Source: an optimization exercise on an open RTL-to-GDS flow (aim: small area). Production flows keep margins and buffers that such runs may drop. In this exercise RTL edits were held to simulation tests only and were not proved equivalent to the original. Power is estimated from default activity; no workload was simulated.

**flow/config.mk**
```make
export PLATFORM = sky130hd
export DESIGN_NAME = level_loader
export DESIGN_NICKNAME = level_loader
export VERILOG_FILES = /design/flow/design.v
export SDC_FILE = /design/flow/constraint.sdc
export NUM_CORES = 4
export LEC_CHECK = 0
export CAP_MARGIN = 20
export CORE_MARGIN = 2
export CORE_UTILIZATION = 65
export CTS_BUF_LIST = sky130_fd_sc_hd__clkbuf_4 sky130_fd_sc_hd__clkbuf_8
export SLEW_MARGIN = 20
```
**flow/constraint.sdc**
```tcl
create_clock -name core_clock -period 5.0 [get_ports {Clk}]
set_input_delay 1.0000 -clock core_clock [delete_from_list [all_inputs] [get_ports {Clk}]]
set_output_delay 1.0000 -clock core_clock [all_outputs]
set_load 0.01 [all_outputs]
```
**flow/design.v**
```verilog
module level_loader #(
  parameter int N_GROUND = 16,
  parameter int N_FENCE  = 16,
  parameter int N_SPIKE  = 6
) (
  input  logic                      Clk,
  input  logic                      reset_n,
  input  logic                      load_req,
  input  logic [2:0]                level_id,
  input  logic                      frame_start,
  output logic                      rom_en,
  output logic [8:0]                rom_addr,
  input  logic [28:0]               rom_data,
  output logic                      busy,
  output logic                      done,
  output logic [N_GROUND-1:0][28:0] info_ground,
  output logic [N_FENCE-1:0][28:0]  info_fence,
  output logic [N_SPIKE-1:0][20:0]  info_spince,
  output logic [1:0][9:0]           info_exit
);
  localparam int FENCE_BASE = N_GROUND;
  localparam int SPIKE_BASE = N_GROUND + N_FENCE;
  localparam int EXIT_BASE  = SPIKE_BASE + N_SPIKE;
  localparam logic [5:0] LAST_WORD = 6'(EXIT_BASE + 1);
  typedef enum logic [1:0] {IDLE, READ, DRAIN, PEND} state_t;
  state_t     state_q;
  logic [5:0] cnt_q;
  logic [2:0] id_q;
  logic       done_q;
  logic       pend_n_q;    
  logic       blank_q;     
  logic sg_q, sf_q, ss_q, se_q;
  logic sg_n_q, sf_n_q, ss_n_q, se_n_q;
  logic commit, commit_n;
  logic [28:0] din_n;
  logic [N_GROUND-1:0][28:0] sh_ground_q;
  logic [N_FENCE-1:0][28:0]  sh_fence_q;
  logic [N_SPIKE-1:0][20:0]  sh_spike_q;
  logic [1:0][9:0]           sh_exit_q;
  logic [N_GROUND-1:0][28:0] info_ground_q;
  logic [N_FENCE-1:0][28:0]  info_fence_q;
  logic [N_SPIKE-1:0][20:0]  info_spike_q;
  logic [1:0][9:0]           info_exit_q;
  wire reading = (state_q == READ);
  assign commit   = (state_q == PEND) & frame_start;
  assign commit_n = pend_n_q | ~frame_start;
  assign din_n    = ~rom_data;
  always_ff @(posedge Clk or negedge reset_n) begin
    if (!reset_n) begin
      state_q  <= IDLE;
      cnt_q    <= '0;
      id_q     <= '0;
      done_q   <= 1'b0;
      pend_n_q <= 1'b1;
      blank_q  <= 1'b1;
      sg_q     <= 1'b0;
      sf_q     <= 1'b0;
      ss_q     <= 1'b0;
      se_q     <= 1'b0;
      sg_n_q   <= 1'b1;
      sf_n_q   <= 1'b1;
      ss_n_q   <= 1'b1;
      se_n_q   <= 1'b1;
    end else begin
      done_q <= commit;
      if (commit) blank_q <= 1'b0;
      sg_q   <= reading && (cnt_q < 6'(FENCE_BASE));
      sf_q   <= reading && (cnt_q >= 6'(FENCE_BASE)) && (cnt_q < 6'(SPIKE_BASE));
      ss_q   <= reading && (cnt_q >= 6'(SPIKE_BASE)) && (cnt_q < 6'(EXIT_BASE));
      se_q   <= reading && (cnt_q >= 6'(EXIT_BASE));
      sg_n_q <= !(reading && (cnt_q < 6'(FENCE_BASE)));
      sf_n_q <= !(reading && (cnt_q >= 6'(FENCE_BASE)) && (cnt_q < 6'(SPIKE_BASE)));
      ss_n_q <= !(reading && (cnt_q >= 6'(SPIKE_BASE)) && (cnt_q < 6'(EXIT_BASE)));
      se_n_q <= !(reading && (cnt_q >= 6'(EXIT_BASE)));
      case (state_q)
        IDLE: if (load_req) begin
          id_q    <= level_id;
          cnt_q   <= 6'd0;
          state_q <= READ;
        end
        READ: begin
          if (cnt_q == LAST_WORD) state_q <= DRAIN;
          else                    cnt_q   <= cnt_q + 6'd1;
        end
        DRAIN: begin
          state_q  <= PEND;
          pend_n_q <= 1'b0;
        end
        PEND: if (frame_start) begin
          state_q  <= IDLE;
          pend_n_q <= 1'b1;
        end
        default: state_q <= IDLE;
      endcase
    end
  end
  always_ff @(posedge Clk) begin
    for (int i = 0; i < N_GROUND; i++)
      sh_ground_q[i] <= ({29{sg_q}}   & ((i == N_GROUND-1) ? din_n : sh_ground_q[(i+1) % N_GROUND]))
                      | ({29{sg_n_q}} & sh_ground_q[i]);
    for (int i = 0; i < N_FENCE; i++)
      sh_fence_q[i]  <= ({29{sf_q}}   & ((i == N_FENCE-1) ? din_n : sh_fence_q[(i+1) % N_FENCE]))
                      | ({29{sf_n_q}} & sh_fence_q[i]);
    for (int i = 0; i < N_SPIKE; i++)
      sh_spike_q[i]  <= ({21{ss_q}}   & ((i == N_SPIKE-1) ? din_n[20:0] : sh_spike_q[(i+1) % N_SPIKE]))
                      | ({21{ss_n_q}} & sh_spike_q[i]);
    sh_exit_q[1] <= ({10{se_q}} & din_n[9:0])    | ({10{se_n_q}} & sh_exit_q[1]);
    sh_exit_q[0] <= ({10{se_q}} & sh_exit_q[1])  | ({10{se_n_q}} & sh_exit_q[0]);
  end
  always_ff @(posedge Clk) begin
    info_ground_q <= ({N_GROUND*29{commit}} & sh_ground_q)
                   | ({N_GROUND*29{commit_n}} & info_ground_q);
    info_fence_q  <= ({N_FENCE*29{commit}} & sh_fence_q)
                   | ({N_FENCE*29{commit_n}} & info_fence_q);
    info_spike_q  <= ({N_SPIKE*21{commit}} & sh_spike_q)
                   | ({N_SPIKE*21{commit_n}} & info_spike_q);
    info_exit_q   <= ({20{commit}} & sh_exit_q)
                   | ({20{commit_n}} & info_exit_q);
  end
  assign rom_en      = reading;
  assign rom_addr    = {id_q, cnt_q};
  assign busy        = (state_q != IDLE);
  assign done        = done_q;
  assign info_ground = ~(info_ground_q | {N_GROUND*29{blank_q}});
  assign info_fence  = ~(info_fence_q  | {N_FENCE*29{blank_q}});
  assign info_spince = ~(info_spike_q  | {N_SPIKE*21{blank_q}});
  assign info_exit   = ~(info_exit_q   | {20{blank_q}});
endmodule
```
**flow/run.sh**
```bash
#!/bin/bash
# synth_recipe.tcl (not shown) runs the flow's synth.tcl, then flattens the netlist and writes it again
# the make line also repeats each setting of config.mk as NAME=value (left out here)
make -C /OpenROAD-flow-scripts/flow DESIGN_CONFIG=/design/flow/config.mk WORK_HOME=/design/flow/orfs CLKGATE_MAP_FILE= SYNTH_SCRIPT=/design/flow/synth_recipe.tcl finish
```
==> results of run 1 <==
[synth_stat cells, drive strengths merged (2+ instances only)]
| library cell | instances |
|---|---|
| nand2 | 96 |
| o21ai | 92 |
| inv | 16 |
| dfrtp | 16 |
| dfstp | 6 |
| mux2 | 5 |
| nand3 | 4 |
| nor2b | 2 |
| nor2 | 1076 |
| nor3 | 3 |
| buf | 225 |
| dfxtp | 2148 |
| a22o | 2063 |
| nand2b | 2 |
| or4 | 2 |
| clkbuf | 374 |
| ha | 7 |
[worst max-delay path by stage]
stage,startpoint,cells past startpoint,to
2_1_floorplan,blank_q,5,info_fence[0]
3_3_place_gp,blank_q,4,info_fence[339]
3_5_place_dp,blank_q,4,info_fence[361]
4_1_cts,blank_q,4,info_exit[7]
5_1_grt,blank_q,4,info_fence[374]
6_report,blank_q,4,info_exit[7]
[worst max-delay path: cells and delay by family (launching register included)]
family        cells  cell delay (ps)
flops             1             1090
buf+inv           3             1190
simple gates      1              130
[through the flow]
stage / hold slack (ps) / setup WS, ps / total power [mW]
detailed placement: 455 / 1550 / 51.4
CTS: 44.4 / 498 / 66.4
floorplan: 443 / 2540 / 39.2
global route: 96.9 / 405 / 69.3
global placement: 456 / 1590 / 50.9
finish: 83.8 / 523 / 66.9
[final cells by class]
cell class,count,area (µm²),share of cell area (%)
clock buffers,527,6610,7.55
clock inverters,30,214,0.244
multi-input cells,3366,23300,26.6
well taps,1391,1740,1.99
flip-flops and latches,2170,43600,49.8
inverters,16,60.1,0.0686
repair buffers,1174,12100,13.8
diodes,19,47.5,0.0543
[where the power goes]
part / switching [mW] / total (mW) / internal, mW
registers: 6.79 / 30.8 / 24.0
clock network: 6.56 / 14.9 / 8.38
logic: 9.67 / 21.2 / 11.5
total: 23.0 / 66.9 / 43.9
[per-layer routing]
metal | wire, µm | part of all wire (%) | vias up | track usage [%]
li1 | - | - | 24400 | -
met1 | 89500 | 37 | 27400 | 52.9
met2 | 105000 | 44 | 3510 | 60.8
met3 | 23400 | 9.8 | 724 | 9.80
met4 | 21000 | 8.8 | 16 | 33.3
met5 | 89 | 0.037 | - | 0
[cells by family after synthesis]
logic type | Yosys count
flops | 2170
compound gates | 2163
simple gates | 1190
buf+inv | 615
fa+ha+maj | 7
mux | 6
[flip-flops by register name (all words and copies together) (netlist names), 6 cells and up]
| name | cells |
|---|---|
| info_fence_q | 464 |
| info_ground_q | 464 |
| sh_fence_q | 464 |
| sh_ground_q | 464 |
| info_spike_q | 126 |
| sh_spike_q | 126 |
| info_exit_q | 20 |
| sh_exit_q | 20 |
| cnt_q | 6 |
==> summary.md, run 1 <==
| Metric | Value |
|---|---|
| Skew-Pair Late Insertion Delay | 970 ps |
| Routed wire length | 239 mm |
| Total congestion overflow | 0 |
| Multiplexer area fraction after synthesis | 0.0956% |
| Final HPWL DP | 162 mm |
| Top-area cell type share of the netlist area | 62.0% |
| Post-CTS Setup Inserts | 0 |
| Synth async-reset ratio | 1.01% |
| Synth unique cells | 34 |
| Main area contributors after synthesis | dfxtp_1, a22o_1, nor2_1 |
| Max Cap Violations | 0 |
| VDD IR max | 0.000723 V |
| Cts repair resizes | 0 |
| Leak | 38.2 nW |
| Yosys top cell by area | dfxtp_1 |
| Worst Tran Pin Value | 1090 ps |
| Post-route DRC | 0 |
| Unrepaired setup endpoints after global routing | no |
| Crit Reg-Reg Startpoint | sg_q |
| Commonest cells after routing, fill and taps aside | dfxtp_1, a22o_1, clkdlybuf4s50_1 |
| Worst R2R Path Depth | 2 |
| Cell Count Post-Placement | 8,117 |
| Vias in the first global route | 51,600 |
| IO Count | 1,122 |
| Hold Fails Final Rpt | 0 |
| Die Y | 331 µm |
| Worst Path Required | 4000 ps |
| Die Wd | 331 µm |
| Clock Path Buffers | 4 |
| Crit Path Max Fanout | 105 |
| CTS tree | built |
| Vias | 56,100 |
| Crit path time final | 4480 ps |
| Htree depth | 5 |
| Global-route wire length before repair | 342 mm |
| Slew HR | 27.1% |
| DR iter-0 viols | 7,229 |
| Fin crit share | 89.5% |
| DR WL/cell | 27.5 µm |
| Placed Instance Area | 0.0807 mm² |
| Non-Filler Instances | 8,693 |
| Finished Core Util | 83.0% |
| Critical path endpoint category | primary output |
| Max-slew violations | 0 |
| Commonest non-fill, non-tap cell in the layout | dfxtp_1 |
| Synth Instances | 6,151 |
| Initial antenna violation count | 28 |
| Core area | 0.106 mm² |
| Drt first pass iters | 7 |
| Reg-to-Reg End | sh_ground_q[148] |
| Mapped Area | 0.0694 mm² |
| Number of enable flip-flop cells after synthesis | 0 |
| Post-Synth Adder-Cell Area | 0.126% |
| Skew final | 47.5 ps |
| Final nets | 7,097 |
| Largest net degree at the start of global routing | 211 |
| Fmax | 223 MHz |
| Port Buffers | 1,121 |
| YS warnings | 1 |
| Die Area | 0.109 mm² |
| DR vias/cell | 6.45 |
| Main combinational cell family by area after synthesis | compound AO/OA/AOI/OAI gates |
| Min-Delay Path Class | in -> async |
| Hold-fix buffers, CTS | 0 |
| Startpoint Class | register |
| Worst Setup Path Type | reg -> out |
| Tot GR Track Use | 41.5% |
| Syn-to-layout area delta | 26.2% |
| Xor and xnor area share after synthesis | 0% |
| Yosys reg bits | 2,170 |
| Initial Util | 65.7% |
| Avg Inst Size Synth | 11.3 µm² |
| CTS Buf Count | 326 |
| Power Density | 764 mW/mm² |
| Status | timing/DRC/antenna clean |
| Post-synth net total | 6,194 |
| CP Data Arrival Time | 3480 ps |
| Most used cell along the critical path | buf_12 |
| Critical Path Slowest Stage Cell | dfstp_4 |
| CP Cell Sequence | buf_12 -> buf_12 -> nor2_1 -> clkdlybuf4s50_1 |
| Clk sinks | 2,170 |
| RePlAce Congestion | 0.923 |
| Worst R2R Setup Slack | 2650 ps |
| Core Rows | 119 |
| Share of layout cells above drive strength 1 | 8.62% |
| Root Driver | clkbuf_8 |
| Compound-Gate Fraction of Synth Area | 26.8% |
| Simple-gate portion of the synthesized area | 6.50% |
| Post-synthesis sequential area ratio | 62.8% |
| Top FF cell, synth | dfxtp_1 |
| Final setup vio count | 0 |
| Clock Pin Slew Worst Setup and Hold Paths | 70 ps |
| DRT antenna net count | 0 |
| Setup TNS | 0 ps |
| Crit path largest cell delay | 1090 ps |
| Final instance area | 0.0876 mm² |
| Layout fillers | 6,122 |
==> run 2: changes to the inputs <==
==> flow/flow/run.sh (new file) <==
#!/bin/bash
# The standard ORFS layout (the standard.sh), with two changes:
#  - port buffers use the smallest buffer cell (buf_1) instead of the flow's default pick;
#  - CTS does not insert dummy loads.
set -euo pipefail
export BUFFER_PORTS_ARGS="-buffer_cell sky130_fd_sc_hd__buf_1"
export CTS_ARGS="-sink_clustering_enable -repair_clock_nets -dont_use_dummy_load -buf_list {sky130_fd_sc_hd__clkbuf_4 sky130_fd_sc_hd__clkbuf_8}"
bash standard.sh finish > standard.log 2>&1
==> flow/standard.sh (new file) <==
#!/bin/bash
# synth_recipe.tcl (not shown) runs the flow's synth.tcl, then flattens the netlist and writes it again
# the make line also repeats each setting of config.mk as NAME=value (left out here)
make -C /OpenROAD-flow-scripts/flow DESIGN_CONFIG=/design/flow/config.mk WORK_HOME=/design/flow/orfs CLKGATE_MAP_FILE= SYNTH_SCRIPT=/design/flow/synth_recipe.tcl "${@:-finish}"
removed: flow/run.sh
==> summary.md, run 2 <==
| Metric | Value |
|---|---|
| Cell Count Post-Placement | 8,121 (+0.049%) |
| CP Cell Sequence | buf_12 -> buf_4 -> nor2_1 -> buf_1 |
| Commonest cells after routing, fill and taps aside | dfxtp_1, a22o_1, buf_1 |
| Vias in the first global route | 48,400 (-6.1%) |
| Post-synth net total | 6,194 (unchanged) |
| Crit path largest cell delay | 1130 ps (+40 ps) |
| Fmax | 233 MHz (+4.3%) |
| Layout fillers | 7,558 (+23%) |
| Htree depth | 5 (unchanged) |
| Slew HR | 24.3% (-2.8 points) |
| DR iter-0 viols | 6,740 (-6.8%) |
| Port Buffers | 1,121 (unchanged) |
| Max-slew violations | 0 (unchanged) |
| Worst Path Required | 4000 ps (about the same) |
| Initial antenna violation count | 20 (-29%) |
| Non-Filler Instances | 8,460 (-2.7%) |
| Clk sinks | 2,170 (unchanged) |
| Final nets | 7,106 (+0.13%) |
| Top FF cell, synth | dfxtp_1 |
| Post-route DRC | 0 (unchanged) |
| Synth Instances | 6,151 (unchanged) |
| Largest net degree at the start of global routing | 173 (-18%) |
| Core area | 0.106 mm² (unchanged) |
| Commonest non-fill, non-tap cell in the layout | dfxtp_1 |
| Clock Pin Slew Worst Setup and Hold Paths | 60 ps (about the same) |
| CP startpoint | blank_q |
| Top-count cell post-synth | dfxtp_1 |
| Synth top cells by count | dfxtp_1, a22o_1, nor2_1, clkbuf_1, buf_2 |
| DR WL/cell | 27.0 µm (-1.9%) |
| Synth async-reset ratio | 1.01% (unchanged) |
| Skew final | 63.6 ps (+16.1 ps) |
| Met2 wirelength from detailed routing | 101 mm (-3.8%) |
| Startpoint Class | register |
| Share of layout cells above drive strength 1 | 5.75% (-2.9 points) |
| Status | timing/DRC/antenna clean |
| Skew-Pair Late Insertion Delay | 970 ps (about the same) |
| Leak | 33.6 nW (-12%) |
| VDD IR max | 0.000506 V (-30%) |
| Final setup vio count | 0 (unchanged) |
| Critical path endpoint category | primary output |
| Power Density | 756 mW/mm² (-1.1%) |
| Crit Path Max Fanout | 93 (-11%) |
| Die Area | 0.109 mm² (unchanged) |
| Number of enable flip-flop cells after synthesis | 0 (unchanged) |
| DR vias/cell | 6.47 (+0.32%) |
| RePlAce Congestion | 0.926 (+0.38%) |
| Hold-fix buffers, CTS | 0 (unchanged) |
| WL met3 | 21.4 mm (-8.7%) |
| Global-route wire length before repair | 323 mm (-5.6%) |
| Total congestion overflow | 0 (unchanged) |
| Crit path time final | 4290 ps (-185 ps) |
| IO Count | 1,122 (unchanged) |
| Synth unique cells | 34 (unchanged) |
| Yosys top cell by area | dfxtp_1 |
| Avg Inst Size Synth | 11.3 µm² (unchanged) |
| Top-area cell type share of the netlist area | 62.0% (unchanged) |
| Tot GR Track Use | 39.4% (-2.2 points) |
| Cts repair resizes | 0 (unchanged) |
| Clock Path Buffers | 4 (unchanged) |
| Max Cap Violations | 0 (unchanged) |
| Unrepaired setup endpoints after global routing | no |
| Final HPWL DP | 156 mm (-3.4%) |
| Main area contributors after synthesis | dfxtp_1, a22o_1, nor2_1 |
| Die Wd | 331 µm (unchanged) |
| Min-Delay Path Class | in -> async |
| Worst Setup Path Type | reg -> out |
| Worst hold slack | 133 ps (+48.7 ps) |
| Register area | 0.0436 mm² (unchanged) |
| Hold Fails Final Rpt | 0 (unchanged) |
| YS warnings | 1 (unchanged) |
| Yosys reg bits | 2,170 (unchanged) |
| Worst Tran Pin Value | 1140 ps (+42.7 ps) |
| Root Driver | clkbuf_8 |
| Drt first pass iters | 7 (unchanged) |
| CP Data Arrival Time | 3290 ps (-190 ps) |
| Routed wire length | 228 mm (-4.5%) |
| CTS tree | built |
| Metal1 wirelength | 90.0 mm (+0.56%) |
| Core Rows | 119 (unchanged) |
| Mapped Area | 0.0694 mm² (unchanged) |
| Top Layer Used | met5 |
| Vias | 54,700 (-2.4%) |
| Syn-to-layout area delta | 12.9% |
| Setup TNS | 0 ps (unchanged) |
| Die Y | 331 µm (unchanged) |
| Crit Reg-Reg Startpoint | sg_q |
| Multi-input gate area | 0.0233 mm² (unchanged) |
| Fin crit share | 85.9% (-3.7 points) |
| DRT antenna net count | 0 (unchanged) |
| Initial Util | 65.7% (unchanged) |
| Post-synthesis sequential area ratio | 62.8% (unchanged) |
| Post-CTS Setup Inserts | 0 (unchanged) |
| CTS Buf Count | 331 (+1.5%) |
| Critical Path Slowest Stage Cell | dfstp_4 |
run 2: worst max-delay path: cells and delay by family, from the launching register on:
kind,cells,cell delay [ps]
and+or+nand+nor,1,100
DFF,1,1130
buffers and inverters,3,1010
run 2: area by class of cell:
type / instances / share of cell area (%)
diodes: 8 / 0.0255
clock buffers: 331 / 5.81
inverters: 16 / 0.0766
multi-input cells: 3366 / 29.7
flip-flops and latches: 2170 / 55.6
well taps: 1391 / 2.22
repair buffers: 1178 / 6.54
run 2: cells by family after synthesis:
kind of cell	Yosys count	share of synthesized area, %
buffers and inverters	615	3.68
and+or+nand+nor	1190	6.50
adders and majority gates	7	0.126
DFF	2170	62.8
muxes	6	0.0956
AOI/OAI and AO/OA	2163	26.8
run 2: final timing paths:
check,endpoint,cells after the start,slack [ps]
max,info_fence[270],4,710
min,ss_q,1,130
max reg2reg,sh_ground_q[176],2,2630
min reg2reg,info_spike_q[1],1,450
max in group asynchronous,sg_q,1,4230
min in group core_clock,sh_ground_q[457],2,290
run 2: stage by stage:
stage	utilization, %	area, µm²	total power [mW]	setup slack, ps
final	74.2	78400	59.2	707
after global routing	74.2	78400	61.8	539
after CTS	74.2	78300	58.9	645
after detailed placement	69.9	73800	47.2	1670
after global placement	69.9	73800	46.8	1750
after floorplan	-	69400	39.2	2540
run 2: layer usage:
metal / vias up / GRT usage, %
met5: - / 0
met1: 26800 / 53.0
met3: 533 / 8.70
li1: 24200 / -
met2: 3172 / 57.4
met4: 16 / 25.6
run 2: report_power, final:
group          switching, mW  internal [mW]  leakage [nW]
sequential              6.56           24.0          18.2
clock                   5.90           5.85          2.38
combinational           9.39           7.52          13.0
total                   21.8           37.4          33.6
==> run 3: changes to the inputs <==
==> flow/flow/run.sh (replaced) <==
#!/bin/bash
# The standard ORFS layout (the standard.sh), with two changes:
#  - port buffers use the smallest buffer cell (buf_1) instead of the flow's default pick;
#  - CTS uses small clock buffers with bounded sink clusters and no dummy loads.
set -euo pipefail
export BUFFER_PORTS_ARGS="-buffer_cell sky130_fd_sc_hd__buf_1"
export CTS_ARGS="-sink_clustering_enable -repair_clock_nets -dont_use_dummy_load -buf_list {sky130_fd_sc_hd__clkbuf_8} -sink_clustering_size 16 -sink_clustering_max_diameter 60"
bash standard.sh finish > standard.log 2>&1
==> summary.md, run 3 <==
| Metric | Value |
|---|---|
| Status | timing/DRC/antenna clean |
| DRT antenna net count | 0 (unchanged) |
| Fmax | 236 MHz (+1.3%) |
| Register area | 0.0436 mm² (unchanged) |
| Max Cap Violations | 0 (unchanged) |
| Avg Inst Size Synth | 11.3 µm² (unchanged) |
| Commonest cells after routing, fill and taps aside | dfxtp_1, a22o_1, buf_1 |
| Yosys top cell by area | dfxtp_1 |
| Top-count cell post-synth | dfxtp_1 |
| Post-Synth Adder-Cell Area | 0.126% (unchanged) |
| Layout fillers | 7,870 (+4.1%) |
| Worst R2R Path Depth | 2 (unchanged) |
| Root Driver | clkbuf_8 |
| Multiplexer area fraction after synthesis | 0.0956% (unchanged) |
| Worst Setup Path Type | reg -> out |
| Setup TNS | 0 ps (unchanged) |
| Top-area cell type share of the netlist area | 62.0% (unchanged) |
| Final HPWL DP | 156 mm (unchanged) |
| Initial Util | 65.7% (unchanged) |
| Min-Delay Path Class | in -> async |
| Fin crit share | 84.7% (-1.1 points) |
| Total congestion overflow | 0 (unchanged) |
| Critical path endpoint category | primary output |
| Hold Fails Final Rpt | 0 (unchanged) |
| Mapped Area | 0.0694 mm² (unchanged) |
| Number of enable flip-flop cells after synthesis | 0 (unchanged) |
| Htree depth | 4 (-1) |
| Xor and xnor area share after synthesis | 0% (unchanged) |
| Die Y | 331 µm (unchanged) |
| Syn-to-layout area delta | 9.47% |
| Worst R2R Setup Slack | 2640 ps (about the same) |
| Drt first pass iters | 5 (-2) |
| Post-synthesis sequential area ratio | 62.8% (unchanged) |
| Share of layout cells above drive strength 1 | 3.34% (-2.4 points) |
| Final instance area | 0.0759 mm² (-3.1%) |
| Worst Tran Pin Value | 1120 ps (-14.2 ps) |
| Vias in the first global route | 46,400 (-4.1%) |
| Top FF cell, synth | dfxtp_1 |
| Skew-Pair Late Insertion Delay | 890 ps (-80 ps) |
| DR iter-0 viols | 6,525 (-3.2%) |
| CP Data Arrival Time | 3240 ps (-50 ps) |
| Unrepaired setup endpoints after global routing | no |
| Crit Path Max Fanout | 93 (unchanged) |
| Tot GR Track Use | 38.8% (-0.63 points) |
| Reg-to-Reg End | sh_ground_q[117] |
| Vias | 53,500 (-2.2%) |
| Crit path time final | 4240 ps (-55.2 ps) |
| Finished Core Util | 71.9% (-2.3 points) |
| Main area contributors after synthesis | dfxtp_1, a22o_1, nor2_1 |
| Global-route wire length before repair | 317 mm (-1.9%) |
| Core Rows | 119 (unchanged) |
| Simple-gate portion of the synthesized area | 6.50% (unchanged) |
| CP Cell Sequence | buf_12 -> buf_4 -> nor2_1 -> buf_1 |
| Startpoint Class | register |
| Routed wire length | 225 mm (-1.3%) |
| CTS Buf Count | 155 (-53%) |
| Synth unique cells | 34 (unchanged) |
| Cts repair resizes | 0 (unchanged) |
| Largest net degree at the start of global routing | 173 (unchanged) |
| YS warnings | 1 (unchanged) |
| Initial antenna violation count | 17 (-15%) |
| Crit Reg-Reg Startpoint | sg_q |
| Buf/Inv on CP | 3 (unchanged) |
| CTS tree | built |
| Crit path largest cell delay | 1150 ps (+20 ps) |
| Final setup vio count | 0 (unchanged) |
| Crit path to | info_fence[270] |
| Hold-fix buffers, CTS | 0 (unchanged) |
| Max-slew violations | 0 (unchanged) |
| Skew final | 40.1 ps (-23.5 ps) |
| Post-synth net total | 6,194 (unchanged) |
| Main combinational cell family by area after synthesis | compound AO/OA/AOI/OAI gates |
| DR vias/cell | 6.46 (-0.17%) |
| Worst Path Required | 4000 ps (about the same) |
| Post-CTS Setup Inserts | 0 (unchanged) |
| Slew HR | 25.1% (+0.87 points) |
| Port Buffers | 1,121 (unchanged) |
| Clk sinks | 2,170 (unchanged) |
| Commonest non-fill, non-tap cell in the layout | dfxtp_1 |
| Clock Path Buffers | 3 (-1) |
| Multi-input gate area | 0.0233 mm² (unchanged) |
| Die Area | 0.109 mm² (unchanged) |
| Synth Instances | 6,151 (unchanged) |
| DR WL/cell | 27.2 µm (+0.76%) |
| Synth top cells by count | dfxtp_1, a22o_1, nor2_1, clkbuf_1, buf_2 |
| Compound-Gate Fraction of Synth Area | 26.8% (unchanged) |
| Yosys reg bits | 2,170 (unchanged) |
| Clock Pin Slew Worst Setup and Hold Paths | 90 ps (+30 ps) |
| Critical path's top delay family | flip-flops |
| Leak | 32.3 nW (-3.8%) |
| Die Wd | 331 µm (unchanged) |
| Non-Filler Instances | 8,287 (-2.0%) |
| Cell Count Post-Placement | 8,121 (unchanged) |
| Critical Path Slowest Stage Cell | dfstp_4 |
| CP startpoint | blank_q |
| Final nets | 6,930 (-2.5%) |
| Placed Instance Area | 0.0738 mm² (unchanged) |
| IO Count | 1,122 (unchanged) |
| Core area | 0.106 mm² (unchanged) |
| Critical Path Stages | 4 (unchanged) |
| RePlAce Congestion | 0.926 (unchanged) |
| VDD IR max | 0.000529 V (+4.7%) |
| Power Density | 728 mW/mm² (-3.6%) |
| Synth async-reset ratio | 1.01% (unchanged) |
| Post-route DRC | 0 (unchanged) |
## run 3: changes by cell type in the layout (fill, tap and decap cells not counted)
cell	before	now
clkbuf_8	331	155
diode_2	8	11
## run 3: layout make-up
type | count | area share (%)
clock buffers | 155 | 2.81
diodes | 11 | 0.0362
flip-flops and latches | 2170 | 57.4
multi-input cells | 3366 | 30.6
well taps | 1391 | 2.29
inverters | 16 | 0.0791
repair buffers | 1178 | 6.75
## run 3: worst min path at each step
stage	endpoint	slack [ps]
after global placement	sh_spike_q[15]	460
final	ss_q	190
after floorplan	sh_exit_q[0]	440
after detailed placement	sh_ground_q[13]	450
after CTS	ss_q	150
after global routing	ss_q	190
## run 3: report_power, final
part	total [mW]	leakage [nW]	internal (mW)	switching [mW]
Sequential	30.5	18.2	23.9	6.53
Clock	7.96	1.11	2.79	5.17
Combinational	16.9	13.0	7.52	9.36
## run 3: metrics by stage
stage	total power, mW	hold slack [ps]	worst slack (ps)
2_1_floorplan	39.2	443	2540
3_3_place_gp	46.8	456	1750
3_5_place_dp	47.2	455	1670
4_1_cts	55.0	154	712
5_1_grt	57.7	185	608
6_report	55.3	189	763
## run 3: cell families (layout without fill, tap and decap cells)
logic type	count (synthesis)	count (layout)
AND/OR/NAND/NOR	1190	1190
multiplexers	6	6
buffers and inverters	615	1349
flip-flops	2170	2170
adder cells (fa/ha/maj)	7	7
other	0	11
AO/OA/AOI/OAI	2163	2163
## run 3: routing by layer
| metal | global-route usage [%] | routed length [µm] | up-vias |
|---|---|---|---|
| li1 | - | - | 23900 |
| met1 | 52.9 | 90000 | 26300 |
| met2 | 57.3 | 99800 | 2843 |
| met3 | 7.14 | 19900 | 501 |
| met4 | 23.9 | 15400 | 8 |
| met5 | 0 | 47 | - |
==> run 4: changes to the inputs <==
--- a/flow/flow/run.sh
+++ b/flow/flow/run.sh
@@ -5,4 +5,4 @@
 set -euo pipefail
 export BUFFER_PORTS_ARGS="-buffer_cell sky130_fd_sc_hd__buf_1"
-export CTS_ARGS="-sink_clustering_enable -repair_clock_nets -dont_use_dummy_load -buf_list {sky130_fd_sc_hd__clkbuf_8} -sink_clustering_size 16 -sink_clustering_max_diameter 60"
+export CTS_ARGS="-sink_clustering_enable -repair_clock_nets -dont_use_dummy_load -buf_list {sky130_fd_sc_hd__clkbuf_4} -sink_clustering_size 10 -sink_clustering_max_diameter 50"
 bash standard.sh finish > standard.log 2>&1
==> summary.md, run 4 <==
| Metric | Value |
|---|---|
| Status | timing/DRC/antenna clean |
| Commonest cells after routing, fill and taps aside | dfxtp_1, a22o_1, buf_1 |
| Worst Path Required | 4000 ps (about the same) |
| Synth unique cells | 34 (unchanged) |
| Global-route wire length before repair | 319 mm (+0.67%) |
| Clock Path Buffers | 3 (unchanged) |
| Synth async-reset ratio | 1.01% (unchanged) |
| Tot GR Track Use | 39.0% (+0.21 points) |
| Commonest non-fill, non-tap cell in the layout | dfxtp_1 |
| RePlAce Congestion | 0.926 (unchanged) |
| Top-count cell post-synth | dfxtp_1 |
| CTS tree | built |
| YS warnings | 1 (unchanged) |
| DR iter-0 viols | 6,670 (+2.2%) |
| Synth Instances | 6,151 (unchanged) |
| Final HPWL DP | 156 mm (unchanged) |
| Crit Path Max Fanout | 93 (unchanged) |
| Final instance area | 0.0756 mm² (-0.39%) |
| CTS Buf Count | 235 (+52%) |
| Worst Tran Pin Value | 1130 ps (+5.56 ps) |
| Startpoint Class | register |
| Synth top cells by count | dfxtp_1, a22o_1, nor2_1, clkbuf_1, buf_2 |
| DRT antenna net count | 0 (unchanged) |
| Min-Delay Path Class | in -> reg |
| Clk sinks | 2,170 (unchanged) |
| Syn-to-layout area delta | 9.04% |
| IO Count | 1,122 (unchanged) |
| Root Driver | clkbuf_4 |
| Mapped Area | 0.0694 mm² (unchanged) |
| Max Cap Violations | 0 (unchanged) |
| Vias | 54,200 (+1.2%) |
| Max-slew violations | 0 (unchanged) |
| Final nets | 7,016 (+1.2%) |
| Post-route DRC | 0 (unchanged) |
| Placed Instance Area | 0.0738 mm² (unchanged) |
| Largest net degree at the start of global routing | 173 (unchanged) |
| Total congestion overflow | 0 (unchanged) |
| Clock Pin Slew Worst Setup and Hold Paths | 100 ps (about the same) |
| Fmax | 219 MHz (-7.2%) |
| Unrepaired setup endpoints after global routing | no |
| Htree depth | 4 (unchanged) |
| Setup TNS | 0 ps (unchanged) |
| Cell Count Post-Placement | 8,121 (unchanged) |
| Core Rows | 119 (unchanged) |
| Port Buffers | 1,121 (unchanged) |
| Skew final | 65.5 ps (+25.4 ps) |
| Layout fillers | 7,972 (+1.3%) |
| Top-area cell type share of the netlist area | 62.0% (unchanged) |
| Final setup vio count | 0 (unchanged) |
| DR vias/cell | 6.47 (+0.12%) |
| Power Density | 723 mW/mm² (-0.73%) |
| CP Data Arrival Time | 3560 ps (+320 ps) |
| Number of enable flip-flop cells after synthesis | 0 (unchanged) |
| Top FF cell, synth | dfxtp_1 |
| Leak | 32.3 nW (about the same) |
| Post-synthesis sequential area ratio | 62.8% (unchanged) |
| Die Wd | 331 µm (unchanged) |
| Post-synth net total | 6,194 (unchanged) |
| Yosys top cell by area | dfxtp_1 |
| Post-CTS Setup Inserts | 0 (unchanged) |
| Fin crit share | 91.3% (+6.5 points) |
| Crit path time final | 4560 ps (+327 ps) |
| Main area contributors after synthesis | dfxtp_1, a22o_1, nor2_1 |
| Drt first pass iters | 5 (unchanged) |
| Die Y | 331 µm (unchanged) |
| Slew HR | 24.9% (-0.29 points) |
| Share of layout cells above drive strength 1 | 4.45% (+1.1 points) |
| Initial Util | 65.7% (unchanged) |
| Avg Inst Size Synth | 11.3 µm² (unchanged) |
| Hold Fails Final Rpt | 0 (unchanged) |
| Initial antenna violation count | 20 (+3) |
| Critical path endpoint category | primary output |
| Vias in the first global route | 47,000 (+1.3%) |
| Routed wire length | 226 mm (+0.19%) |
| DR WL/cell | 26.9 µm (-0.89%) |
| Die Area | 0.109 mm² (unchanged) |
| Worst Setup Path Type | reg -> out |
| VDD IR max | 0.000500 V (-5.6%) |
| Core area | 0.106 mm² (unchanged) |
| Yosys reg bits | 2,170 (unchanged) |
| Non-Filler Instances | 8,377 (+1.1%) |
| Skew-Pair Late Insertion Delay | 1210 ps (+320 ps) |
-- run 4: critical path, stage by stage (launching register included) --
cell and delay (ps):
dfstp_4 1150, buf_12 430, buf_4 450, nor2_1 100, buf_1 140
-- run 4: worst paths after layout --
check	endpoint	from	cells past startpoint	slack [ps]
setup / recovery	info_fence[270]	blank_q	4	440
hold / removal	sh_spike_q[124]	rom_data[19]	2	80
setup reg to reg	info_fence_q[100]	state_q[1]	4	2660
hold reg to reg	sh_ground_q[93]	sh_ground_q[122]	1	480
max in group asynchronous	sg_q	reset_n	2	3880
min in group asynchronous	ss_q	reset_n	2	490
-- run 4: stage by stage --
| stage | power, mW | utilization [%] | hold WS (ps) | setup slack [ps] |
|---|---|---|---|---|
| finish | 54.7 | 71.7 | 82.1 | 435 |
| global route | 57.2 | 71.7 | 15.7 | 224 |
| CTS | 54.3 | 71.6 | 2.28 | 349 |
| detailed placement | 47.2 | 69.9 | 455 | 1670 |
| global placement | 46.8 | 69.9 | 456 | 1750 |
| floorplan | 39.2 | - | 443 | 2540 |
-- run 4: cell families after synthesis --
logic type	share of synthesized area (%)
flops	62.8
compound gates	26.8
simple gates	6.50
buf+inv	3.68
fa+ha+maj	0.126
mux	0.0956
-- run 4: area by class of cell --
class                   count  area [µm²]  share of cell area [%]
repair buffers           1184        5190                    6.86
clock buffers             235        1760                    2.33
flip-flops and latches   2170       43600                    57.6
well taps                1391        1740                    2.30
multi-input cells        3366       23300                    30.8
inverters                  16        60.1                  0.0794
diodes                     15        37.5                  0.0496
-- run 4: timing repair --
| action | CTS | global route |
|---|---|---|
| hold buffers | 6 | 0 |
| hold endpoints to repair | 23 | 0 |
| endpoints found under the setup margin | 0 | 0 |
| resized for setup | 0 | 0 |
-- run 4: metal layers --
layer,track usage (%),share of wire [%],vias to the layer above
met4,23.7,6.7,10
met3,7.78,9.1,516
li1,-,-,24100
met2,57.3,44,3010
met5,0,0.024,-
met1,53.2,40,26600
-- run 4: where the power goes --
part           switching, mW  internal, mW  total [mW]
registers               6.53          23.9        30.4
clock network           5.22          2.15        7.36
logic                   9.35          7.52        16.9
total                   21.1          33.6        54.7
==> run 5: changes to the inputs <==
--- a/flow/config.mk
+++ b/flow/config.mk
@@ -8,5 +8,5 @@
 export CAP_MARGIN = 20
 export CORE_MARGIN = 2
-export CORE_UTILIZATION = 65
+export CORE_UTILIZATION = 80
 export CTS_BUF_LIST = sky130_fd_sc_hd__clkbuf_4 sky130_fd_sc_hd__clkbuf_8
 export SLEW_MARGIN = 20
==> summary.md, run 5 <==
| Metric | Value |
|---|---|
| Synth async-reset ratio | 1.01% (unchanged) |
| Synth Instances | 6,151 (unchanged) |
| Synth top cells by count | dfxtp_1, a22o_1, nor2_1, clkbuf_1, buf_2 |
| Stopping stage | 3_2_place_iop |
| Yosys top cell by area | dfxtp_1 |
| Post-synth net total | 6,194 (unchanged) |
| Top-area cell type share of the netlist area | 62.0% (unchanged) |
| Top FF cell, synth | dfxtp_1 |
| Die Y | 298 µm (-9.7%) |
| Main area contributors after synthesis | dfxtp_1, a22o_1, nor2_1 |
| Mapped Area | 0.0694 mm² (unchanged) |
| Initial Util | 80.3% (+15 points) |
| Synth unique cells | 34 (unchanged) |
| Status | stopped before the end |
| Error message | [ERROR PPL-0024] Number of IO pins (1122) exceeds maximum number of available positions (1078). Increase the die perimeter from 1193.92um to 1525.92um. |
| Die Wd | 298 µm (-9.7%) |
| Top-count cell post-synth | dfxtp_1 |
| Avg Inst Size Synth | 11.3 µm² (unchanged) |
| Post-synthesis sequential area ratio | 62.8% (unchanged) |
| Number of enable flip-flop cells after synthesis | 0 (unchanged) |
| YS warnings | 1 (unchanged) |
| Yosys reg bits | 2,170 (unchanged) |
| Core Rows | 108 (-9.2%) |
## run 5: cells by family after synthesis
group / Yosys count / share of synthesized area [%]
adder cells (fa/ha/maj): 7 / 0.126
multiplexers: 6 / 0.0956
AO/OA/AOI/OAI: 2163 / 26.8
buffers and inverters: 615 / 3.68
AND/OR/NAND/NOR: 1190 / 6.50
flip-flops: 2170 / 62.8
==> run 6: changes to the inputs <==
--- a/flow/config.mk
+++ b/flow/config.mk
@@ -7,6 +7,7 @@
 export LEC_CHECK = 0
 export CAP_MARGIN = 20
+export CORE_ASPECT_RATIO = 0.5
 export CORE_MARGIN = 2
-export CORE_UTILIZATION = 80
+export CORE_UTILIZATION = 70
 export CTS_BUF_LIST = sky130_fd_sc_hd__clkbuf_4 sky130_fd_sc_hd__clkbuf_8
 export SLEW_MARGIN = 20
==> summary.md, run 6 <==
| Metric | Value |
|---|---|
| CP Cell Sequence | buf_12 -> buf_4 -> nor2_1 -> buf_1 |
| Top-area cell type share of the netlist area | 62.0% (unchanged) |
| Routed wire length | 213 mm |
| Share of layout cells above drive strength 1 | 4.45% |
| Fmax | 239 MHz |
| Setup TNS | 0 ps |
| Syn-to-layout area delta | 8.76% |
| Tot GR Track Use | 39.4% |
| Mapped Area | 0.0694 mm² (unchanged) |
| VDD IR max | 0.000499 V |
| Vias | 54,900 |
| Commonest cells after routing, fill and taps aside | dfxtp_1, a22o_1, buf_1 |
| Yosys top cell by area | dfxtp_1 |
| DR WL/cell | 25.6 µm |
| Synth top cells by count | dfxtp_1, a22o_1, nor2_1, clkbuf_1, buf_2 |
| Unrepaired setup endpoints after global routing | no |
| YS warnings | 1 (unchanged) |
| Crit Reg-Reg Startpoint | state_q[1] |
| Vias in the first global route | 49,200 |
| Post-CTS Setup Inserts | 0 |
| Post-synthesis sequential area ratio | 62.8% (unchanged) |
| Die Area | 0.102 mm² |
| Clock Pin Slew Worst Setup and Hold Paths | 110 ps |
| Hold-fix buffers, CTS | 4 |
| Worst Tran Pin Value | 1020 ps |
| Skew-Pair Late Insertion Delay | 1220 ps |
| Met2 wirelength from detailed routing | 94.3 mm |
| Reg-to-Reg End | info_spike_q[77] |
| Port Buffers | 1,121 |
| Critical path endpoint category | primary output |
| Crit path largest cell delay | 850 ps |
| Crit path time final | 4180 ps |
| Multi-input gate area | 0.0233 mm² |
| Worst slack at placement | 2010 ps |
| WL met3 | 18.6 mm |
| Leak | 32.3 nW |
| CTS Buf Count | 234 |
| Total congestion overflow | 0 |
| Worst Setup Path Type | reg -> out |
| Top FF cell, synth | dfxtp_1 |
| Global-route wire length before repair | 310 mm |
| Yosys reg bits | 2,170 (unchanged) |
| Largest net degree at the start of global routing | 178 |
| Worst Path Required | 4000 ps |
| DR iter-0 viols | 7,518 |
| Top-count cell post-synth | dfxtp_1 |
| Worst R2R Path Depth | 4 |
| Worst R2R Setup Slack | 2500 ps |
| Number of enable flip-flop cells after synthesis | 0 (unchanged) |
| Die Y | 227 µm (-24%) |
| Metal1 wirelength | 85.7 mm |
| Cts repair resizes | 0 |
| Core Rows | 81 (-25%) |
| Final HPWL DP | 143 mm |
| CP Data Arrival Time | 3180 ps |
| Initial Util | 70.8% (-9.6 points) |
| Avg Inst Size Synth | 11.3 µm² (unchanged) |
| Drt first pass iters | 6 |
| IO Count | 1,122 |
| Synth async-reset ratio | 1.01% (unchanged) |
| Skew final | 68.2 ps |
| RePlAce Congestion | 0.958 |
| WHS Endpoint | sh_ground_q[449] |
| Final setup vio count | 0 |
| Critical Path Slowest Stage Cell | dfstp_4 |
| Top Layer Used | met4 |
| Post-synth net total | 6,194 (unchanged) |
| Max-slew violations | 0 |
| Status | timing/DRC/antenna clean |
| Fin crit share | 83.6% |
| Hold Fails Final Rpt | 0 |
| Final nets | 7,015 |
| Finished Core Util | 77.0% |
| Clock Path Buffers | 3 |
| Clk sinks | 2,170 |
| Main area contributors after synthesis | dfxtp_1, a22o_1, nor2_1 |
| Root Driver | clkbuf_4 |
| Core area | 0.0980 mm² |
| DR vias/cell | 6.61 |
| Power Density | 720 mW/mm² |
| Startpoint Class | register |
| Initial antenna violation count | 8 |
| DRT antenna net count | 0 |
| Htree depth | 4 |
| Hold Crit Depth | 2 |
| Die Wd | 449 µm (+51%) |
| Min-Delay Path Class | in -> reg |
| Layout fillers | 6,757 |
| Register area | 0.0436 mm² |
| Total Power | 54.3 mW |
| Synth unique cells | 34 (unchanged) |
| Post-route DRC | 0 |
| Setup ws final | 820 ps |
| Commonest non-fill, non-tap cell in the layout | dfxtp_1 |
| Hold path start | rom_data[14] |
| Slew HR | 31.9% |
| CTS tree | built |
| Synth Instances | 6,151 (unchanged) |
| Crit Path Max Fanout | 53 |
| Max Cap Violations | 0 |
==> run 6: worst max-delay path: cells and delay by family (launching register included) <==
kind                   cells  cell delay [ps]
buffers and inverters      3              920
flip-flops                 1              850
AND/OR/NAND/NOR            1              120
==> run 6: worst max path at each step <==
stage | to | cells past startpoint | startpoint | slack [ps]
floorplan | info_fence[0] | 5 | blank_q | 2540
global placement | info_spike_q[9] | 4 | frame_start | 2050
CTS | info_ground[393] | 4 | blank_q | 750
global route | info_ground[333] | 4 | blank_q | 680
finish | info_ground[393] | 4 | blank_q | 820
detailed placement | info_fence_q[399] | 4 | frame_start | 2010
==> run 6: cells by family (layout without fill, tap and decap cells) <==
family / count (synthesis) / after routing / share of synthesized area, %
adder cells (fa/ha/maj): 7 / 7 / 0.126
other: 0 / 6 / 0
buffers and inverters: 615 / 1434 / 3.68
AND/OR/NAND/NOR: 1190 / 1190 / 6.50
AO/OA/AOI/OAI: 2163 / 2163 / 26.8
flip-flops: 2170 / 2170 / 62.8
multiplexers: 6 / 6 / 0.0956
==> run 6: final cells by class <==
type                       instances  share of cell area [%]
inverter                          16                  0.0796
antenna                            6                  0.0199
sequential                      2170                    57.8
tap                             1328                    2.20
multi-input combinational       3366                    30.8
timing repair buffer            1184                    6.76
clock buffer                     234                    2.33
==> run 6: per-stage QoR <==
stage | hold slack (ps) | instance area, µm² | instances
floorplan | 443 | 69400 | 6151
CTS | 27.1 | 75400 | 8298
finish | 122 | 75500 | 8304
detailed placement | 455 | 73600 | 8060
global route | 69.7 | 75500 | 8304
global placement | 457 | 73600 | 8060
==> run 6: per-layer routing <==
layer,GRT usage (%),up-vias
met3,7.11,567
met5,0,-
li1,-,24100
met1,54.2,27200
met2,57.6,3103
met4,25.6,0
==> run 6: report_power, final <==
part / switching [mW] / internal, mW
clock network: 5.26 / 2.14
logic: 9.61 / 7.53
registers: 5.87 / 23.9
==> run 7: changes to the inputs <==
--- a/flow/design.v
+++ b/flow/design.v
@@ -33,5 +33,5 @@
   logic sg_n_q, sf_n_q, ss_n_q, se_n_q;
   logic commit, commit_n;
-  logic [28:0] din_n;
+  logic [28:0] din;
   logic [N_GROUND-1:0][28:0] sh_ground_q;
   logic [N_FENCE-1:0][28:0]  sh_fence_q;
@@ -45,5 +45,5 @@
   assign commit   = (state_q == PEND) & frame_start;
   assign commit_n = pend_n_q | ~frame_start;
-  assign din_n    = ~rom_data;
+  assign din      = rom_data;
   always_ff @(posedge Clk or negedge reset_n) begin
     if (!reset_n) begin
@@ -97,24 +97,24 @@
   always_ff @(posedge Clk) begin
     for (int i = 0; i < N_GROUND; i++)
-      sh_ground_q[i] <= ({29{sg_q}}   & ((i == N_GROUND-1) ? din_n : sh_ground_q[(i+1) % N_GROUND]))
+      sh_ground_q[i] <= ({29{sg_q}}   & ((i == N_GROUND-1) ? din : sh_ground_q[(i+1) % N_GROUND]))
                       | ({29{sg_n_q}} & sh_ground_q[i]);
     for (int i = 0; i < N_FENCE; i++)
-      sh_fence_q[i]  <= ({29{sf_q}}   & ((i == N_FENCE-1) ? din_n : sh_fence_q[(i+1) % N_FENCE]))
+      sh_fence_q[i]  <= ({29{sf_q}}   & ((i == N_FENCE-1) ? din : sh_fence_q[(i+1) % N_FENCE]))
                       | ({29{sf_n_q}} & sh_fence_q[i]);
     for (int i = 0; i < N_SPIKE; i++)
-      sh_spike_q[i]  <= ({21{ss_q}}   & ((i == N_SPIKE-1) ? din_n[20:0] : sh_spike_q[(i+1) % N_SPIKE]))
+      sh_spike_q[i]  <= ({21{ss_q}}   & ((i == N_SPIKE-1) ? din[20:0] : sh_spike_q[(i+1) % N_SPIKE]))
                       | ({21{ss_n_q}} & sh_spike_q[i]);
-    sh_exit_q[1] <= ({10{se_q}} & din_n[9:0])    | ({10{se_n_q}} & sh_exit_q[1]);
+    sh_exit_q[1] <= ({10{se_q}} & din[9:0])    | ({10{se_n_q}} & sh_exit_q[1]);
     sh_exit_q[0] <= ({10{se_q}} & sh_exit_q[1])  | ({10{se_n_q}} & sh_exit_q[0]);
   end
   always_ff @(posedge Clk) begin
-    info_ground_q <= ({N_GROUND*29{commit}} & sh_ground_q)
-                   | ({N_GROUND*29{commit_n}} & info_ground_q);
-    info_fence_q  <= ({N_FENCE*29{commit}} & sh_fence_q)
-                   | ({N_FENCE*29{commit_n}} & info_fence_q);
-    info_spike_q  <= ({N_SPIKE*21{commit}} & sh_spike_q)
-                   | ({N_SPIKE*21{commit_n}} & info_spike_q);
-    info_exit_q   <= ({20{commit}} & sh_exit_q)
-                   | ({20{commit_n}} & info_exit_q);
+    info_ground_q <= ~(({N_GROUND*29{commit}} & sh_ground_q)
+                     | ({N_GROUND*29{commit_n}} & info_ground));
+    info_fence_q  <= ~(({N_FENCE*29{commit}} & sh_fence_q)
+                     | ({N_FENCE*29{commit_n}} & info_fence));
+    info_spike_q  <= ~(({N_SPIKE*21{commit}} & sh_spike_q)
+                     | ({N_SPIKE*21{commit_n}} & info_spince));
+    info_exit_q   <= ~(({20{commit}} & sh_exit_q)
+                     | ({20{commit_n}} & info_exit));
   end
   assign rom_en      = reading;
--- a/flow/config.mk
+++ b/flow/config.mk
@@ -7,7 +7,6 @@
 export LEC_CHECK = 0
 export CAP_MARGIN = 20
-export CORE_ASPECT_RATIO = 0.5
 export CORE_MARGIN = 2
-export CORE_UTILIZATION = 70
+export CORE_UTILIZATION = 65
 export CTS_BUF_LIST = sky130_fd_sc_hd__clkbuf_4 sky130_fd_sc_hd__clkbuf_8
 export SLEW_MARGIN = 20
==> summary.md, run 7 <==
| Metric | Value |
|---|---|
| Top-area cell type share of the netlist area | 63.2% (+1.2 points) |
| Fin crit share | 88.9% (+5.3 points) |
| Hold Fails Final Rpt | 0 (unchanged) |
| Power Density | 727 mW/mm² (+0.98%) |
| Setup TNS | 0 ps (unchanged) |
| Slew HR | 17.9% (-14 points) |
| Post-synth net total | 6,104 (-1.5%) |
| Drt first pass iters | 9 (+3) |
| Largest net degree at the start of global routing | 190 (+6.7%) |
| Critical path endpoint category | primary output |
| Worst Tran Pin Value | 1230 ps (+211 ps) |
| Layout fillers | 7,924 (+17%) |
| DRT antenna net count | 0 (unchanged) |
| Reg power frac | 52.8% (-2.0 points) |
| Skew final | 84.7 ps (+16.5 ps) |
| CP Data Arrival Time | 3450 ps (+270 ps) |
| Syn-to-layout area delta | 9.10% |
| Top FF cell, synth | dfxtp_1 |
| Fmax | 225 MHz (-6.0%) |
| Non-Filler Instances | 8,268 (-0.43%) |
| RePlAce Congestion | 0.943 (-1.6%) |
| Grt met3 use | 11.2% (+4.1 points) |
| Share of layout cells above drive strength 1 | 4.59% (+0.15 points) |
| IO Count | 1,122 (unchanged) |
| Leak | 32.3 nW (+0.11%) |
| Synth async-reset ratio | 1.01% (unchanged) |
| Critical path's top delay family | flip-flops |
| Global-route wire length before repair | 334 mm (+7.8%) |
| Routed wire length | 232 mm (+9.2%) |
| Post-CTS Setup Inserts | 0 (unchanged) |
| Met1 Use GR | 53.5% (-0.72 points) |
| Clock share of power | 13.6% (about the same) |
| Die Wd | 328 µm (-27%) |
| Buf/Inv on CP | 2 (-1) |
| Setup ws final | 554 ps (-267 ps) |
| CTS Buf Count | 235 (+0.43%) |
| Clock Path Buffers | 3 (unchanged) |
| Clock Pin Slew Worst Setup and Hold Paths | 110 ps (about the same) |
| VDD IR max | 0.000437 V (-12%) |
| Root Driver | clkbuf_4 |
| Startpoint Class | register |
| Combinational share of power | 33.6% (+2.1 points) |
| Cell Count Post-Placement | 8,022 (-0.47%) |
| Min-Delay Path Class | in -> reg |
| Total congestion overflow | 0 (unchanged) |
| Synth top cells by count | dfxtp_1, a22o_1, nor2_1, a22oi_1, clkbuf_1 |
| Number of enable flip-flop cells after synthesis | 0 (unchanged) |
| CP Cell Sequence | buf_4 -> nor2_1 -> buf_1 |
| Htree depth | 4 (unchanged) |
| Global routing's busiest layer | met2 |
| Sw power | 21.3 mW (+2.6%) |
| Skew-Pair Late Insertion Delay | 1220 ps (about the same) |
| Yosys top cell by area | dfxtp_1 |
| Total Power | 54.0 mW (-0.62%) |
| Register area | 0.0436 mm² (about the same) |
| Met2 Use GR | 60.2% (+2.6 points) |
| Port Buffers | 1,121 (unchanged) |
| Cts repair resizes | 0 (unchanged) |
| Multi-input gate area | 0.0219 mm² (-5.8%) |
| Worst Path Required | 4000 ps (about the same) |
| YS warnings | 1 (unchanged) |
| Crit Path Max Fanout | 68 (+28%) |
| Internal power | 32.7 mW (-2.6%) |
| Vias | 54,600 (-0.59%) |
| Yosys reg bits | 2,170 (unchanged) |
| Switching part of the total | 39.4% (+1.2 points) |
| Initial Util | 65.7% (-5.1 points) |
| Initial antenna violation count | 12 (+4) |
| Synth unique cells | 34 (unchanged) |
| DR vias/cell | 6.60 (-0.15%) |
| Commonest cells after routing, fill and taps aside | dfxtp_1, buf_1, a22o_1 |
| Vias in the first global route | 48,500 (-1.6%) |
| Critical Path Slowest Stage Cell | dfstp_4 |
| Worst Setup Path Type | reg -> out |
| Final HPWL DP | 162 mm (+14%) |
| Die Y | 328 µm (+45%) |
| Crit path time final | 4450 ps (+267 ps) |
| Main area contributors after synthesis | dfxtp_1, a22o_1, a22oi_1 |
| Max Cap Violations | 0 (unchanged) |
| Synth Instances | 6,061 (-1.5%) |
| CTS tree | built |
| Post-synthesis sequential area ratio | 64.0% (+1.2 points) |
| Tot GR Track Use | 41.3% (+1.9 points) |
| DR iter-0 viols | 7,818 (+4.0%) |
| Status | timing/DRC/antenna clean |
| Final nets | 6,924 (-1.3%) |
| Final setup vio count | 0 (unchanged) |
| Unrepaired setup endpoints after global routing | no |
| Post-route DRC | 0 (unchanged) |
| Worst slack at placement | 1840 ps (-173 ps) |
| Mapped Area | 0.0681 mm² (-1.9%) |
| Avg Inst Size Synth | 11.2 µm² (-0.43%) |
| Die Area | 0.107 mm² (+5.4%) |
| Core Rows | 118 (+46%) |
| Clk sinks | 2,170 (unchanged) |
| Top-count cell post-synth | dfxtp_1 |
| Crit path largest cell delay | 1230 ps (+380 ps) |
| Max-slew violations | 0 (unchanged) |
| Commonest non-fill, non-tap cell in the layout | dfxtp_1 |
| Core area | 0.104 mm² (+5.8%) |
| DR WL/cell | 28.1 µm (+9.7%) |
run 7: power by group through the flow:
stage	logic (mW)	registers [mW]	clock network (mW)
2_1_floorplan	11.7	26.5	0
3_3_place_gp	17.4	28.6	0
3_5_place_dp	17.7	28.7	0
4_1_cts	17.8	28.3	7.40
5_1_grt	19.4	28.9	8.10
6_report	18.1	28.5	7.35
run 7: layout make-up:
class / count / area share, %
Clock buffer: 235 / 2.38
Sequential cell: 2170 / 58.7
Tap cell: 1380 / 2.33
Multi-Input combinational cell: 3277 / 29.5
Timing Repair Buffer: 1185 / 6.99
Antenna cell: 9 / 0.0303
Inverter: 12 / 0.0607
run 7: kinds of logic after synthesis:
logic type / after synthesis / synth area share, %
fa+ha+maj: 7 / 0.129
simple gates: 1101 / 6.13
buf+inv: 614 / 3.81
flops: 2170 / 64.0
mux: 6 / 0.0974
compound gates: 2163 / 25.8
run 7: worst paths after layout:
check                      slack [ps]  depth (start not counted)            endpoint     startpoint
max                               550                          3     info_fence[463]        blank_q
min                               210                          3            pend_n_q    frame_start
max reg2reg                      2560                          4  info_ground_q[328]     state_q[1]
min reg2reg                       440                          1     info_spike_q[6]  sh_spike_q[6]
max in group asynchronous        4030                          2                sg_q        reset_n
min in group asynchronous         480                          2                ss_q        reset_n
run 7: timing repair:
item | in CTS | in global routing
hold endpoints to repair | 16 | 0
hold buffers | 1 | 0
endpoints found under the setup margin | 0 | 0
run 7: metrics by stage:
| stage | util, % | cell area, µm² | hold slack (ps) |
|---|---|---|---|
| 6_report | 71.6 | 74300 | 212 |
| 4_1_cts | 71.6 | 74200 | 122 |
| 5_1_grt | 71.6 | 74300 | 153 |
| 3_3_place_gp | 69.9 | 72400 | 437 |
| 2_1_floorplan | - | 68100 | 432 |
| 3_5_place_dp | 69.9 | 72400 | 445 |
run 7: tightest hold or removal path: stages:
cell and delay, ps:
buf_1 140, o21ai_0 170, o21ai_0 80
run 7: routing by layer:
layer | wire length, µm | vias up
met5 | 54 | -
met4 | 18800 | 8
met3 | 25000 | 618
met2 | 101000 | 3277
met1 | 87500 | 26700
li1 | - | 24000
==> run 8: changes to the inputs <==
--- a/flow/design.v
+++ b/flow/design.v
@@ -109,12 +109,8 @@
   end
   always_ff @(posedge Clk) begin
-    info_ground_q <= ~(({N_GROUND*29{commit}} & sh_ground_q)
-                     | ({N_GROUND*29{commit_n}} & info_ground));
-    info_fence_q  <= ~(({N_FENCE*29{commit}} & sh_fence_q)
-                     | ({N_FENCE*29{commit_n}} & info_fence));
-    info_spike_q  <= ~(({N_SPIKE*21{commit}} & sh_spike_q)
-                     | ({N_SPIKE*21{commit_n}} & info_spince));
-    info_exit_q   <= ~(({20{commit}} & sh_exit_q)
-                     | ({20{commit_n}} & info_exit));
+    info_ground_q <= ~(({N_GROUND*29{commit}} | info_ground) & ({N_GROUND*29{commit_n}} | sh_ground_q));
+    info_fence_q  <= ~(({N_FENCE*29{commit}}  | info_fence)  & ({N_FENCE*29{commit_n}}  | sh_fence_q));
+    info_spike_q  <= ~(({N_SPIKE*21{commit}}  | info_spince) & ({N_SPIKE*21{commit_n}}  | sh_spike_q));
+    info_exit_q   <= ~(({20{commit}}          | info_exit)   & ({20{commit_n}}          | sh_exit_q));
   end
   assign rom_en      = reading;
==> summary.md, run 8 <==
| Metric | Value |
|---|---|
| Worst Tran Pin Value | 1020 ps (-210 ps) |
| Status | timing/DRC/antenna clean |
| Commonest non-fill, non-tap cell in the layout | dfxtp_1 |
| Combinational share of power | 37.2% (+3.6 points) |
| Hold Fails Final Rpt | 0 (unchanged) |
| Die Area | 0.105 mm² (-2.0%) |
| Global-route wire length before repair | 328 mm (-1.9%) |
| Mapped Area | 0.0667 mm² (-2.0%) |
| DRT antenna net count | 0 (unchanged) |
| Worst hold slack | 82.2 ps (-130 ps) |
| Yosys top cell by area | dfxtp_1 |
| Clock share of power | 12.4% (-1.2 points) |
| Initial antenna violation count | 11 (-1) |
| Power Density | 817 mW/mm² (+12%) |
| Post-CTS Setup Inserts | 0 (unchanged) |
| Layout fillers | 7,835 (-1.1%) |
| CTS tree | built |
| Cell Count Post-Placement | 8,008 (-0.17%) |
| Slew HR | 31.9% (+14 points) |
| Routed wire length | 228 mm (-2.1%) |
| Vias | 54,100 (-1.0%) |
| Tot GR Track Use | 41.1% (-0.26 points) |
| Post-synth net total | 6,104 (unchanged) |
| WHS Endpoint | sh_ground_q[463] |
| Worst Setup Path Type | reg -> out |
| Synth unique cells | 33 (-2.9%) |
| IO Count | 1,122 (unchanged) |
| Max-slew violations | 0 (unchanged) |
| YS warnings | 1 (unchanged) |
| Largest net degree at the start of global routing | 156 (-18%) |
| Critical path endpoint category | primary output |
| Fin crit share | 89.3% (+0.40 points) |
| Root Driver | clkbuf_4 |
| Clk sinks | 2,170 (unchanged) |
| Number of enable flip-flop cells after synthesis | 0 (unchanged) |
| Top FF cell, synth | dfxtp_1 |
| Drt first pass iters | 6 (-3) |
| Crit path largest cell delay | 1130 ps (-100 ps) |
| Post-route DRC | 0 (unchanged) |
| Non-Filler Instances | 8,265 (-0.036%) |
| Final setup vio count | 0 (unchanged) |
| Min-Delay Path Class | in -> reg |
| Skew final | 101 ps (+15.9 ps) |
| Hold Crit Depth | 2 (-1) |
| Max Cap Violations | 0 (unchanged) |
| Critical Path Slowest Stage Cell | dfstp_4 |
| CP Cell Sequence | buf_12 -> nor2_1 -> buf_1 |
| Core area | 0.102 mm² (-1.8%) |
| RePlAce Congestion | 0.929 (-1.5%) |
| Unrepaired setup endpoints after global routing | no |
| Vias in the first global route | 48,200 (-0.54%) |
| Initial Util | 65.6% (-0.10 points) |
| Yosys reg bits | 2,170 (unchanged) |
| Switching part of the total | 40.5% (+1.1 points) |
| Core Rows | 117 (-0.85%) |
| Reg power frac | 50.4% (-2.4 points) |
| Critical path's top delay family | flip-flops |
| Fmax | 224 MHz (-0.44%) |
| Hold path start | rom_data[28] |
| VDD IR max | 0.000585 V (+34%) |
| Total congestion overflow | 0 (unchanged) |
| Post-synthesis sequential area ratio | 65.3% (+1.3 points) |
| Clock Path Buffers | 3 (unchanged) |
| DR iter-0 viols | 6,796 (-13%) |
| Die Wd | 324 µm (-0.99%) |
| Internal power | 35.5 mW (+8.5%) |
| Final nets | 6,924 (unchanged) |
| Worst R2R Setup Slack | 2680 ps (+120 ps) |
| Crit Path Max Fanout | 136 (+100%) |
| Leak | 31.4 nW (-2.9%) |
| Commonest cells after routing, fill and taps aside | dfxtp_1, buf_1, a22o_1 |
| Startpoint Class | register |
| Skew-Pair Late Insertion Delay | 1280 ps (+60 ps) |
| Port Buffers | 1,121 (unchanged) |
| Finished Core Util | 71.7% (about the same) |
| Synth Instances | 6,061 (unchanged) |
| Syn-to-layout area delta | 9.34% |
| Buf/Inv on CP | 2 (unchanged) |
| Htree depth | 4 (unchanged) |
| Synth top cells by count | dfxtp_1, a22o_1, nor2_1, o22ai_1, clkbuf_1 |
| Reg-to-Reg End | info_fence_q[303] |
| CP Data Arrival Time | 3470 ps (+20 ps) |
| Top-area cell type share of the netlist area | 64.5% (+1.3 points) |
| Placed Instance Area | 0.0711 mm² (-1.8%) |
| Final HPWL DP | 158 mm (-2.5%) |
| DR vias/cell | 6.54 (-0.96%) |
| Final instance area | 0.0729 mm² (-1.8%) |
| Main area contributors after synthesis | dfxtp_1, a22o_1, o22ai_1 |
| Synth async-reset ratio | 1.01% (unchanged) |
| Worst R2R Path Depth | 4 (unchanged) |
| Worst Path Required | 4000 ps (about the same) |
| Crit path time final | 4470 ps (+19.8 ps) |
| Die Y | 324 µm (-0.99%) |
| DR WL/cell | 27.5 µm (-2.1%) |
| Top-count cell post-synth | dfxtp_1 |
| Avg Inst Size Synth | 11.0 µm² (-2.0%) |
| Share of layout cells above drive strength 1 | 4.54% (-0.058 points) |
| Setup TNS | 0 ps (unchanged) |
| Crit Reg-Reg Startpoint | pend_n_q |
| Clock Pin Slew Worst Setup and Hold Paths | 100 ps (about the same) |
| Sw power | 24.1 mW (+13%) |
| CTS Buf Count | 235 (unchanged) |
==> run 8: per-stage QoR <==
| stage | power (mW) | worst slack (ps) |
|---|---|---|
| floorplan | 42.1 | 2770 |
| global placement | 51.4 | 1800 |
| detailed placement | 52.0 | 1770 |
| CTS | 59.1 | 472 |
| global route | 62.2 | 401 |
| finish | 59.6 | 534 |
==> run 8: cell families after synthesis <==
family,synth area share [%]
flip-flops,65.3
AO/OA/AOI/OAI,24.3
AND/OR/NAND/NOR,6.26
buffers and inverters,3.87
adder cells (fa/ha/maj),0.131
multiplexers,0.0994
==> run 8: worst max-delay path by stage <==
stage          depth (start not counted)    start  slack [ps]               to
6_report                               3  blank_q         530  info_fence[177]
3_5_place_dp                           4  blank_q        1770   info_fence[95]
4_1_cts                                4  blank_q         470   info_fence[95]
5_1_grt                                4  blank_q         400   info_fence[95]
3_3_place_gp                           4  blank_q        1800   info_fence[95]
2_1_floorplan                          5  blank_q        2770    info_fence[0]
==> run 8: power groups by stage <==
| stage | clock, mW | combinational (mW) | sequential, mW |
|---|---|---|---|
| after CTS | 7.40 | 21.9 | 29.8 |
| final | 7.38 | 22.2 | 30.0 |
| after global placement | 0 | 21.3 | 30.0 |
| after floorplan | 0 | 14.2 | 27.9 |
| after global routing | 8.10 | 23.5 | 30.6 |
| after detailed placement | 0 | 21.8 | 30.2 |
==> run 8: metal layers <==
metal  GRT usage [%]  share of wire [%]  vias up
li1                -                  -    24100
met1            52.0                 38    26400
met2            60.7                 44     2895
met3            11.8                 10      674
met4            28.8                8.1        6
met5               0              0.018        -
==> run 8: worst reg2reg max path, delay by kind of cell, from the launching register on <==
kind / cells / cell delay (ps)
simple gates: 1 / 660
buf+inv: 2 / 660
compound gates: 1 / 310
flops: 1 / 550
==> run 8: what timing repair did <==
item | CTS | global route
hold buffers | 4 | 0
resized for setup | 0 | 0
endpoints found under the hold margin | 23 | 0
==> run 8: layout make-up <==
cell class	instances	area, µm²	area share (%)
sequential	2170	43600	59.8
inverter	12	45.0	0.0617
antenna	18	45.0	0.0617
tap	1368	1710	2.35
timing repair buffer	1185	5210	7.14
multi-input combinational	3277	20600	28.2
clock buffer	235	1760	2.42

-- re-timing with driven ports --
The results above use ideal ports. As a check the final layouts listed here were re-extracted and re-timed, cells and wires unchanged. Step 1, drivers: a clkbuf_16 drives Clk and a buf_2 each remaining input, both assumed. Step 2 adds t to the input delays and takes it off the output delays; t is the mean of the earliest and latest rising clock arrival at the registers after step 1. Input paths then give back, and output paths get back, about the clock's delay inside the block. Three values: ideal, step 1, step 2; two values: the first two.
run | t (ns) | setup slack, ns | latest minus earliest clock arrival (ns) | slew at the worst register clock pin (ns)
run 1 | 1.038 | 0.523 / 0.440 / 1.478 | 0.058 / 0.058 | 0.07 / 0.07
run 2 | 1.023 | 0.707 / 0.623 / 1.646 | 0.072 / 0.072 | 0.07 / 0.07
run 3 | 0.951 | 0.763 / 0.678 / 1.629 | 0.050 / 0.050 | 0.11 / 0.11
run 4 | 1.259 | 0.435 / 0.351 / 1.610 | 0.068 / 0.067 | 0.12 / 0.12
run 6 | 1.286 | 0.820 / 0.735 / 1.898 | 0.088 / 0.088 | 0.12 / 0.12
run 7 | 1.252 | 0.554 / 0.476 / 1.728 | 0.089 / 0.088 | 0.12 / 0.12
run 8 | 1.309 | 0.534 / 0.460 / 1.769 | 0.107 / 0.107 | 0.12 / 0.12
After both steps setup and hold are still met in every run listed.
